Source: an optimization exercise on an open RTL-to-GDS flow (aim: small area). Production flows keep margins and buffers that such runs may drop.
Only simulation tests tie the RTL to the original design; equivalence was not proved.
Power is estimated from default activity; no workload was simulated.

==> v27: inputs <==
==> flow/design.v <==
package img_pkg;
    localparam int IMG_WIDTH  = 8;
    localparam int IMG_HEIGHT = 8;
    localparam int IMG_PIXELS = IMG_WIDTH * IMG_HEIGHT;
    localparam int PIXEL_BITS = 12;
    localparam int WORD_BITS  = 16;
    localparam int HEADER_WORDS   = 4;
    localparam int CHECKSUM_WORDS = 2;
    localparam int PADDING_WORDS  = 2;
    localparam int STAT_BITS  = 18;
    localparam int ADDR_BITS  = $clog2(IMG_PIXELS);
    localparam int COUNT_BITS = ADDR_BITS + 1;
    localparam int SKIP_BITS  = 2;
    typedef logic [WORD_BITS-1:0] pixel_word_t;
    typedef struct packed {
        logic                 en;
        logic [ADDR_BITS-1:0] addr;
        pixel_word_t          data;
    } pixel_wr_t;
    typedef struct packed {
        logic [COUNT_BITS-1:0] pixel_count;
        logic [STAT_BITS-1:0]  highlight_count;
        logic [STAT_BITS-1:0]  shadow_count;
    } capture_stats_t;
    typedef struct packed {
        pixel_word_t [HEADER_WORDS-1:0] words;
    } header_t;
endpackage
`timescale 1ns/1ns
module fletcher_checksum (
    input  logic                   clk,
    input  logic                   clear,    
    input  logic                   first,    
    input  logic                   act,      
    input  logic                   add,      
    input  logic                   move,     
    input  logic [1:0]             digit,
    input  logic [3:0]             din,      
    output logic [img_pkg::WORD_BITS-1:0] sum
);
    logic [img_pkg::WORD_BITS-1:0] a;
    logic [img_pkg::WORD_BITS-1:0] b;
    logic                          ca;
    logic [1:0]                    cb;
    logic [3:0]                    a_d;
    logic [3:0]                    b_d;
    logic [4:0]                    a_s;
    logic [5:0]                    b_s;
    assign a_d = first ? 4'd0 : a[3:0];
    assign b_d = (act && first) ? 4'd0 : b[3:0];
    assign a_s = {1'b0, a_d} + {1'b0, (add ? din : 4'd0)} + 5'(ca);
    assign b_s = {2'b0, b_d}
               + {2'b0, ((act && add) ? a_s[3:0] : 4'd0)}
               + 6'(act ? cb : 2'd0)
               + 6'(act && digit == 2'd0 && ca);
    always_ff @(posedge clk) begin
        if (clear) begin
            ca <= 1'b0;
            cb <= 2'd0;
        end else if (act) begin
            ca <= a_s[4];
            cb <= b_s[5:4];
        end
        if (act) begin
            a <= {move ? b_s[3:0] : a_s[3:0], a[img_pkg::WORD_BITS-1:4]};
        end
        b <= {b_s[3:0], b[img_pkg::WORD_BITS-1:4]};
    end
    assign sum = a;
endmodule
`timescale 1ns/1ns
module frame_decoder (
    input  logic                  clk,
    input  logic                  rst,
    input  logic                  cmd_capture,
    input  logic [img_pkg::SKIP_BITS-1:0]  cmd_skip_count,
    input  logic [img_pkg::PIXEL_BITS-1:0] img_pixel,
    input  logic                  img_fv,
    input  logic                  img_lv,
    input  logic                  wr_x4,
    output logic                  clear,
    output logic                  wr_en,
    output logic                  wr_first,
    output logic [2:0]            wr_y,
    output img_pkg::capture_stats_t        status_stats,
    output logic                  status_capture_done
);
    localparam logic [1:0] ST_IDLE = 2'd0;
    localparam logic [1:0] ST_ARM  = 2'd1;    
    localparam logic [1:0] ST_SKIP = 2'd2;    
    localparam logic [1:0] ST_CAPT = 2'd3;    
    logic [1:0] state;
    logic       capture_prev;
    logic       capture_cmd;
    logic [1:0] skipped;
    logic       lv_prev;
    logic [3:0] y;         
    logic [2:0] hi;
    logic [2:0] lo;
    logic       stat_point;
    logic [6:0] px_top;
    assign capture_cmd = cmd_capture ^ capture_prev;
    assign wr_en       = (state == ST_CAPT) && img_lv;
    assign wr_first    = wr_en && !lv_prev;
    assign wr_y        = y[2:0];
    assign clear       = (state == ST_ARM) || (state == ST_SKIP)
                      || (state == ST_CAPT && y == 4'd0 && !lv_prev);
    assign stat_point  = wr_en && (y[1:0] == 2'd0) && (!lv_prev || wr_x4);
    assign px_top      = img_pixel[img_pkg::PIXEL_BITS-1 -: 7];
    assign status_stats.pixel_count     = {y[3], 6'd0};
    assign status_stats.highlight_count = {15'd0, hi};
    assign status_stats.shadow_count    = {15'd0, lo};
    always_ff @(posedge clk) begin
        if (rst) begin
            state               <= ST_IDLE;
            capture_prev        <= 1'b0;
            skipped             <= '0;
            lv_prev             <= 1'b0;
            y                   <= '0;
            hi                  <= '0;
            lo                  <= '0;
            status_capture_done <= 1'b0;
        end else begin
            capture_prev <= cmd_capture;
            lv_prev <= img_lv;
            if (state == ST_CAPT && lv_prev && !img_lv) begin
                y <= y + 1'b1;
            end
            if (stat_point && px_top == 7'h7f) hi <= hi + 1'b1;
            if (stat_point && px_top == 7'h00) lo <= lo + 1'b1;
            case (state)
                ST_ARM: begin
                    if (img_fv) begin
                        state <= (skipped == cmd_skip_count) ? ST_CAPT : ST_SKIP;
                    end
                end
                ST_SKIP: begin
                    if (!img_fv) begin
                        skipped <= skipped + 1'b1;
                        state   <= ST_ARM;
                    end
                end
                ST_CAPT: begin
                    if (!img_fv) begin
                        status_capture_done <= !status_capture_done;
                        state               <= ST_IDLE;
                    end
                end
                default: ;
            endcase
            if (capture_cmd) begin
                state   <= ST_ARM;
                skipped <= '0;
                y       <= '0;
                hi      <= '0;
                lo      <= '0;
            end
        end
    end
endmodule
`timescale 1ns/1ns
module pixel_store (
    input  logic                                clk,
    input  logic                                clear,
    input  logic                                wr_en,
    input  logic                                wr_first,
    input  logic [2:0]                          wr_y,
    input  logic [img_pkg::PIXEL_BITS-1:0]      wr_data,
    input  logic [2:0]                          rd_y,
    input  logic [2:0]                          rd_x,
    output logic                                rd_hit,
    output logic [img_pkg::PIXEL_BITS-1:0]      rd_data,
    output logic [1:0]                          digit,
    output logic                                wr_x4       
);
    logic [8*img_pkg::PIXEL_BITS-1:0]         ring [8];
    logic [7:1][2:0]                          ph;
    logic [2:0]                               phase;
    logic [2:0]                               rd_ph;
    always_ff @(posedge clk) begin
        for (int y = 0; y < 8; y++) begin
            ring[y] <= {ring[y][7*img_pkg::PIXEL_BITS-1:0],
                        (wr_data & {img_pkg::PIXEL_BITS{wr_en && wr_y == 3'(y)}})
                        | (ring[y][8*img_pkg::PIXEL_BITS-1 -: img_pkg::PIXEL_BITS]
                           & {img_pkg::PIXEL_BITS{!clear}})};
        end
    end
    always_ff @(posedge clk) begin
        if (wr_first && wr_y == 3'd0) begin
            phase <= 3'd1;
        end else begin
            phase <= phase + 1'b1;
        end
        for (int y = 1; y < 8; y++) begin
            if (wr_first && wr_y == 3'(y)) begin
                ph[y] <= phase;
            end
        end
    end
    assign digit   = phase[1:0];
    assign wr_x4   = (phase == {!(wr_y[2] && ph[4][2]), wr_y[2] ? ph[4][1:0] : 2'd0});
    assign rd_ph   = (rd_y == 3'd0) ? 3'd0 : ph[rd_y];
    assign rd_hit  = (phase == 3'(rd_ph + rd_x));
    always_comb begin
        rd_data = '0;
        for (int y = 0; y < 8; y++) begin
            rd_data = rd_data | (ring[y][8*img_pkg::PIXEL_BITS-1 -: img_pkg::PIXEL_BITS]
                               & {img_pkg::PIXEL_BITS{rd_y == 3'(y)}});
        end
    end
endmodule
`timescale 1ns/1ns
module readout_sequencer (
    input  logic                 clk,
    input  logic                 rst,
    input  logic                 cmd_readout,
    input  img_pkg::header_t              cmd_header,
    output logic [2:0]           rd_y,
    output logic [2:0]           rd_x,
    input  logic                 rd_hit,
    input  logic [img_pkg::PIXEL_BITS-1:0] rd_data,
    input  logic [1:0]           digit,
    output logic                 readout_start,
    output logic                 readout_ready,
    input  logic                 readout_trigger,
    output img_pkg::pixel_word_t          readout_data
);
    logic                   readout_prev;
    logic                   readout_cmd;
    logic [6:0]             q;
    logic                   pass;
    logic                   want;
    logic                   req;
    logic                   last_dg;
    logic                   is_hdr;
    logic                   is_pix;
    logic                   is_cks;
    logic                   is_pad;
    logic                   waiting;
    logic [img_pkg::PIXEL_BITS-1:0] hold;
    img_pkg::pixel_word_t   hdr_word;
    img_pkg::pixel_word_t   cks_word;
    logic [15:0]            host;
    logic [3:0]             din;
    img_pkg::pixel_word_t   cks_sum;
    assign readout_cmd = cmd_readout ^ readout_prev;
    assign is_hdr  = !q[6] && (q[5:2] == 4'b1111);
    assign is_pix  = q[6];
    assign is_cks  = (q[6:1] == 6'd0);
    assign is_pad  = (q[6:1] == 6'd1);
    assign last_dg = (digit == 2'd3);
    assign rd_y = q[5:3];
    assign rd_x = q[2:0];
    assign waiting = !readout_ready && !want && !pass;
    always_comb begin
        hdr_word = '0;
        for (int i = 0; i < 4; i++) begin
            hdr_word = hdr_word | (cmd_header.words[3-i] & {16{q[1:0] == 2'(i)}});
        end
    end
    assign cks_word = cks_sum;
    always_comb begin
        readout_data = '0;
        if (is_pix) begin
            readout_data = {hold[7:0], 4'b0000, hold[11:8]};
        end else if (is_hdr) begin
            readout_data = hdr_word;
        end else if (is_cks && !(&cks_word)) begin
            readout_data = {cks_word[7:0], cks_word[15:8]};
        end
    end
    assign host = {readout_data[7:0], readout_data[15:8]};
    assign din  = host[4*digit +: 4];
    fletcher_checksum fletcher_i (
        .clk    (clk),
        .clear  (readout_cmd),
        .first  (q == 7'd60),
        .act    (pass),
        .add    (!is_cks),
        .move   (is_cks && q[0]),
        .digit  (digit),
        .din    (din),
        .sum    (cks_sum)
    );
    always_ff @(posedge clk) begin
        if (waiting && is_pix && rd_hit) begin
            hold <= rd_data;
        end
    end
    assign req = waiting && (is_hdr || is_cks || (is_pix && rd_hit));
    always_ff @(posedge clk) begin
        if (rst) begin
            readout_prev  <= 1'b0;
            readout_start <= 1'b0;
            readout_ready <= 1'b0;
            pass          <= 1'b0;
            want          <= 1'b0;
            q             <= 7'd4;
        end else begin
            readout_prev <= cmd_readout;
            if (last_dg) begin
                pass <= want || req;
                want <= 1'b0;
            end else if (req) begin
                want <= 1'b1;
            end
            if (readout_cmd) begin
                readout_start <= !readout_start;
                readout_ready <= 1'b0;
                pass          <= 1'b0;
                want          <= 1'b0;
                q             <= 7'd60;
            end else if (readout_ready) begin
                if (readout_trigger) begin
                    readout_ready <= 1'b0;
                    q             <= q + 1'b1;
                end
            end else if (pass && last_dg) begin
                readout_ready <= 1'b1;
            end else if (waiting && is_pad) begin
                readout_ready <= 1'b1;
            end
        end
    end
endmodule
`timescale 1ns/1ns
module img_controller (
    input  logic                  clk,
    input  logic                  rst,
    input  logic                  cmd_capture,
    input  logic                  cmd_readout,
    input  logic [img_pkg::SKIP_BITS-1:0]  cmd_skip_count,
    input  img_pkg::header_t               cmd_header,
    input  logic [img_pkg::PIXEL_BITS-1:0] img_pixel,
    input  logic                  img_fv,
    input  logic                  img_lv,
    output logic                  status_capture_done,
    output img_pkg::capture_stats_t        status_stats,
    output logic                  readout_start,
    output logic                  readout_ready,
    input  logic                  readout_trigger,
    output img_pkg::pixel_word_t           readout_data
);
    logic                            clear;
    logic                            wr_x4;
    logic                            wr_en;
    logic                            wr_first;
    logic [2:0]                      wr_y;
    logic [2:0]                      rd_y;
    logic [2:0]                      rd_x;
    logic                            rd_hit;
    logic [img_pkg::PIXEL_BITS-1:0]  rd_data;
    logic [1:0]                      digit;
    frame_decoder frame_decoder_i (
        .clk                 (clk),
        .rst                 (rst),
        .cmd_capture         (cmd_capture),
        .cmd_skip_count      (cmd_skip_count),
        .img_pixel           (img_pixel),
        .img_fv              (img_fv),
        .img_lv              (img_lv),
        .wr_x4               (wr_x4),
        .clear               (clear),
        .wr_en               (wr_en),
        .wr_first            (wr_first),
        .wr_y                (wr_y),
        .status_stats        (status_stats),
        .status_capture_done (status_capture_done)
    );
    pixel_store pixel_store_i (
        .clk      (clk),
        .clear    (clear),
        .wr_en    (wr_en),
        .wr_first (wr_first),
        .wr_y     (wr_y),
        .wr_data  (img_pixel),
        .rd_y     (rd_y),
        .rd_x     (rd_x),
        .rd_hit   (rd_hit),
        .rd_data  (rd_data),
        .digit    (digit),
        .wr_x4    (wr_x4)
    );
    readout_sequencer readout_sequencer_i (
        .clk             (clk),
        .rst             (rst),
        .cmd_readout     (cmd_readout),
        .cmd_header      (cmd_header),
        .rd_y            (rd_y),
        .rd_x            (rd_x),
        .rd_hit          (rd_hit),
        .rd_data         (rd_data),
        .digit           (digit),
        .readout_start   (readout_start),
        .readout_ready   (readout_ready),
        .readout_trigger (readout_trigger),
        .readout_data    (readout_data)
    );
endmodule
==> flow/flow/run.sh <==
#!/bin/bash
# Standard layout (the standard.sh, standard synthesis unchanged) with
# three changes:
#  - the port buffers are the smallest buffer cell (every port still gets one)
#  - clock tree: clkbuf_8 sink clusters of at most 20, no dummy loads
#  - the constant-0 outputs share one tie cell instead of one each
# The full log of the run is kept beside it in standard.log.
bash standard.sh \
  "BUFFER_PORTS_ARGS=-buffer_cell sky130_fd_sc_hd__buf_1" \
  "CTS_ARGS=-sink_clustering_enable -repair_clock_nets -sink_clustering_size 34 -sink_clustering_max_diameter 50 -buf_list sky130_fd_sc_hd__clkbuf_16 -dont_use_dummy_load" \
  SKIP_REPAIR_TIE_FANOUT=1 \
  finish > standard.log 2>&1
==> flow/standard.sh <==
#!/bin/bash
# synth_recipe.tcl (not shown) runs the flow's synth.tcl, then flattens the netlist and writes it again
# the make line also repeats each setting of config.mk as NAME=value (left out here)
make -C /OpenROAD-flow-scripts/flow DESIGN_CONFIG=/design/flow/config.mk WORK_HOME=/design/flow/orfs CLKGATE_MAP_FILE= SYNTH_SCRIPT=/design/flow/synth_recipe.tcl "${@:-finish}"
==> flow/config.mk <==
export PLATFORM = sky130hd
export DESIGN_NAME = img_controller
export DESIGN_NICKNAME = img_controller
export VERILOG_FILES = /design/flow/design.v
export SDC_FILE = /design/flow/constraint.sdc
export NUM_CORES = 4
export LEC_CHECK = 0
export CAP_MARGIN = 20
export CORE_MARGIN = 2
export CORE_UTILIZATION = 60
export CTS_BUF_LIST = sky130_fd_sc_hd__clkbuf_8
export CTS_CLUSTER_DIAMETER = 60
export CTS_CLUSTER_SIZE = 20
export SLEW_MARGIN = 20
==> flow/constraint.sdc <==
create_clock -name core_clock -period 10.0 [get_ports {clk}]
set_input_delay 2.0000 -clock core_clock [delete_from_list [all_inputs] [get_ports {clk}]]
set_output_delay 2.0000 -clock core_clock [all_outputs]
set_load 0.01 [all_outputs]
==> v22: changes against v27 <==
==> flow/design.v, changed modules only <==
module frame_decoder (
    input  logic                  clk,
    input  logic                  rst,
    input  logic                  cmd_capture,
    input  logic [img_pkg::SKIP_BITS-1:0]  cmd_skip_count,
    input  logic [img_pkg::PIXEL_BITS-1:0] img_pixel,
    input  logic                  img_fv,
    input  logic                  img_lv,
    input  logic                  wr_x4,
    output logic                  clear,
    output logic                  wr_en,
    output logic                  wr_first,
    output logic [2:0]            wr_y,
    output img_pkg::capture_stats_t        status_stats,
    output logic                  status_capture_done
);
    localparam logic [1:0] ST_IDLE = 2'd0;
    localparam logic [1:0] ST_ARM  = 2'd1;    
    localparam logic [1:0] ST_SKIP = 2'd2;    
    localparam logic [1:0] ST_CAPT = 2'd3;    
    logic [1:0] state;
    logic       capture_prev;
    logic       capture_cmd;
    logic [1:0] skipped;
    logic       lv_prev;
    logic [3:0] y;         
    logic       valid;
    logic [2:0] hi;
    logic [2:0] lo;
    logic       stat_point;
    logic [6:0] px_top;
    assign capture_cmd = cmd_capture ^ capture_prev;
    assign wr_en       = (state == ST_CAPT) && img_lv;
    assign wr_first    = wr_en && !lv_prev;
    assign wr_y        = y[2:0];
    assign clear       = (state == ST_ARM) || (state == ST_SKIP)
                      || (state == ST_CAPT && y == 4'd0 && !lv_prev);
    assign stat_point  = wr_en && (y[1:0] == 2'd0) && (!lv_prev || wr_x4);
    assign px_top      = img_pixel[img_pkg::PIXEL_BITS-1 -: 7];
    assign status_stats.pixel_count     = {valid, 6'd0};
    assign status_stats.highlight_count = {15'd0, hi};
    assign status_stats.shadow_count    = {15'd0, lo};
    always_ff @(posedge clk) begin
        if (rst) begin
            state               <= ST_IDLE;
            capture_prev        <= 1'b0;
            skipped             <= '0;
            lv_prev             <= 1'b0;
            y                   <= '0;
            valid               <= 1'b0;
            hi                  <= '0;
            lo                  <= '0;
            status_capture_done <= 1'b0;
        end else begin
            capture_prev <= cmd_capture;
            lv_prev <= img_lv;
            if (state == ST_CAPT && lv_prev && !img_lv) begin
                y <= y + 1'b1;
            end
            if (stat_point && px_top == 7'h7f) hi <= hi + 1'b1;
            if (stat_point && px_top == 7'h00) lo <= lo + 1'b1;
            case (state)
                ST_ARM: begin
                    if (img_fv) begin
                        state <= (skipped == cmd_skip_count) ? ST_CAPT : ST_SKIP;
                    end
                end
                ST_SKIP: begin
                    if (!img_fv) begin
                        skipped <= skipped + 1'b1;
                        state   <= ST_ARM;
                    end
                end
                ST_CAPT: begin
                    if (!img_fv) begin
                        status_capture_done <= !status_capture_done;
                        state               <= ST_IDLE;
                    end
                end
                default: ;
            endcase
            if (capture_cmd) begin
                state   <= ST_ARM;
                skipped <= '0;
                y       <= '0;
                valid   <= 1'b1;
                hi      <= '0;
                lo      <= '0;
            end
        end
    end
endmodule
module readout_sequencer (
    input  logic                 clk,
    input  logic                 rst,
    input  logic                 cmd_readout,
    input  img_pkg::header_t              cmd_header,
    output logic [2:0]           rd_y,
    output logic [2:0]           rd_x,
    input  logic                 rd_hit,
    input  logic [img_pkg::PIXEL_BITS-1:0] rd_data,
    input  logic [1:0]           digit,
    output logic                 readout_start,
    output logic                 readout_ready,
    input  logic                 readout_trigger,
    output img_pkg::pixel_word_t          readout_data
);
    logic                   readout_prev;
    logic                   readout_cmd;
    logic [6:0]             q;
    logic                   taken;
    logic                   pass;
    logic                   want;
    logic                   req;
    logic                   last_dg;
    logic                   is_hdr;
    logic                   is_pix;
    logic                   is_cks;
    logic                   is_pad;
    logic                   waiting;
    logic                   load;
    logic [img_pkg::PIXEL_BITS-1:0] hold;
    img_pkg::pixel_word_t   hdr_word;
    img_pkg::pixel_word_t   cks_word;
    logic [15:0]            host;
    logic [3:0]             din;
    img_pkg::pixel_word_t   cks_sum;
    assign readout_cmd = cmd_readout ^ readout_prev;
    assign is_hdr  = !q[6] && (q[5:2] == 4'b1111);
    assign is_pix  = q[6];
    assign is_cks  = (q[6:1] == 6'd0);
    assign is_pad  = (q[6:1] == 6'd1);
    assign last_dg = (digit == 2'd3);
    assign rd_y = q[5:3];
    assign rd_x = q[2:0];
    assign waiting = !readout_ready && !taken;
    assign load    = waiting && (is_hdr || is_pad || (is_pix && rd_hit));
    always_comb begin
        hdr_word = '0;
        for (int i = 0; i < 4; i++) begin
            hdr_word = hdr_word | (cmd_header.words[3-i] & {16{q[1:0] == 2'(i)}});
        end
    end
    assign cks_word = cks_sum;
    always_comb begin
        readout_data = '0;
        if (is_pix) begin
            readout_data = {hold[7:0], 4'b0000, hold[11:8]};
        end else if (is_hdr) begin
            readout_data = hdr_word;
        end else if (is_cks && !(&cks_word)) begin
            readout_data = {cks_word[7:0], cks_word[15:8]};
        end
    end
    assign host = {readout_data[7:0], readout_data[15:8]};
    assign din  = host[4*digit +: 4];
    fletcher_checksum fletcher_i (
        .clk    (clk),
        .clear  (readout_cmd),
        .first  (q == 7'd60),
        .act    (pass),
        .add    (!is_cks),
        .move   (is_cks && q[0]),
        .digit  (digit),
        .din    (din),
        .sum    (cks_sum)
    );
    always_ff @(posedge clk) begin
        if (waiting && is_pix && rd_hit) begin
            hold <= rd_data;
        end
    end
    assign req = (load && !is_pad)
              || (waiting && is_cks && !pass && !want);
    always_ff @(posedge clk) begin
        if (rst) begin
            readout_prev  <= 1'b0;
            readout_start <= 1'b0;
            readout_ready <= 1'b0;
            taken         <= 1'b0;
            pass          <= 1'b0;
            want          <= 1'b0;
            q             <= 7'd4;
        end else begin
            readout_prev <= cmd_readout;
            if (last_dg) begin
                pass <= want || req;
                want <= 1'b0;
            end else if (req) begin
                want <= 1'b1;
            end
            if (readout_cmd) begin
                readout_start <= !readout_start;
                readout_ready <= 1'b0;
                taken         <= 1'b0;
                pass          <= 1'b0;
                want          <= 1'b0;
                q             <= 7'd60;
            end else if (readout_ready) begin
                if (readout_trigger) begin
                    readout_ready <= 1'b0;
                    taken         <= 1'b1;
                end
            end else if (taken) begin
                if (!pass && !want) begin
                    taken <= 1'b0;
                    q     <= q + 1'b1;
                end
            end else if (is_cks) begin
                if (pass && last_dg) begin
                    readout_ready <= 1'b1;
                end
            end else if (load) begin
                readout_ready <= 1'b1;
            end
        end
    end
endmodule
==> flow/flow/run.sh (replaced) <==
#!/bin/bash
# Standard layout with two changes: the port buffers are the smallest buffer
# cell, and clock tree synthesis inserts no dummy loads. Full log beside the run.
bash standard.sh \
  "BUFFER_PORTS_ARGS=-buffer_cell sky130_fd_sc_hd__buf_1" \
  "CTS_ARGS=-sink_clustering_enable -repair_clock_nets -sink_clustering_size 10 -sink_clustering_max_diameter 50 -buf_list sky130_fd_sc_hd__clkbuf_4 -dont_use_dummy_load" \
  finish > standard.log 2>&1
--- a/flow/config.mk
+++ b/flow/config.mk
@@ -10,5 +10,5 @@
 export CORE_UTILIZATION = 60
 export CTS_BUF_LIST = sky130_fd_sc_hd__clkbuf_8
 export CTS_CLUSTER_DIAMETER = 60
-export CTS_CLUSTER_SIZE = 20
+export CTS_CLUSTER_SIZE = 18
 export SLEW_MARGIN = 20
==> qor summary <==
	v22	v27
Max frequency	158.3 MHz	162.5 MHz
Worst-margin pin slew	1.146 ns	1.045 ns
Horiz. Die Dim	200.6 um	199.6 um
Via count of the routed design	12,040	11,230
Termination of the worst setup path	readout_sequencer_i.hold[6]	readout_sequencer_i.hold[0]
Number of flip-flops and latches in the synthesized netlist	870	868
Run status	timing/DRC/antenna clean	timing/DRC/antenna clean
Sequential Area	0.01791 mm2	0.01787 mm2
Layout filler cell count	2,940	2,826
CP arrival	6.73 ns	6.34 ns
Fraction of layout cells with a size suffix above 1	0.07640	0.05664
Power drawn by the clock network	1.43 mW	1.82 mW
Smallest setup slack after layout	3.683 ns	3.846 ns
Overall routing resource usage	0.2220	0.2130
Count of different cell masters after synthesis	64	56
Non-Clock Buffer Area Fraction	0.02068	0.02214
Switching power summed over all nets	1.214 mW	1.253 mW
Area fraction of the dominant cell type after synthesis	0.7088	0.7143
Core occupancy in the finished layout	0.6432	0.6571
Largest incremental delay on the critical path	0.85 ns	0.97 ns
Sum of met2 wire segment lengths after detailed routing	19,360 um	18,350 um
Fraction of standard cell area that is sequential	0.7255	0.7219
Routed met3 length	2376 um	2278 um
Clock latency on the worst-skew pair	0.80 ns	0.63 ns
Peak VDD IR	0.0001928 V	0.0001855 V
Final clock period utilization by the worst path	0.6317	0.6154

## afterwards: timing with drivers on the ports
The results above use ideal ports. As a check the final layouts listed here were re-extracted and re-timed, cells and wires unchanged.
Step 1: set_driving_cell puts a clkbuf_16 on clk and a buf_2 on each other input, an assumption about the parent block.
Step 2 moves the port delays by t, midway between the first and last clock arrival at a register: inputs arrive t later, outputs are due t later. That takes back most of the time a late clock gives input paths.
Three values: ideal, step 1, step 2; two values: the first two.
run	shift t [ns]	setup slack, ns	hold WS [ns]	worst setup path after step 2	pins driven straight from the clock port
v27	0.631	3.846 / 3.846 / 3.726	0.265 / 0.265 / 0.265	input to register	1
v22	0.823	3.683 / 3.683 / 3.683	0.289 / 0.289 / 0.289	register to register	1
After both steps setup and hold are still met in every run listed. The setup slack of v27, which loses most, moves by 0.000 ns with the drivers and by -0.120 ns with both steps.
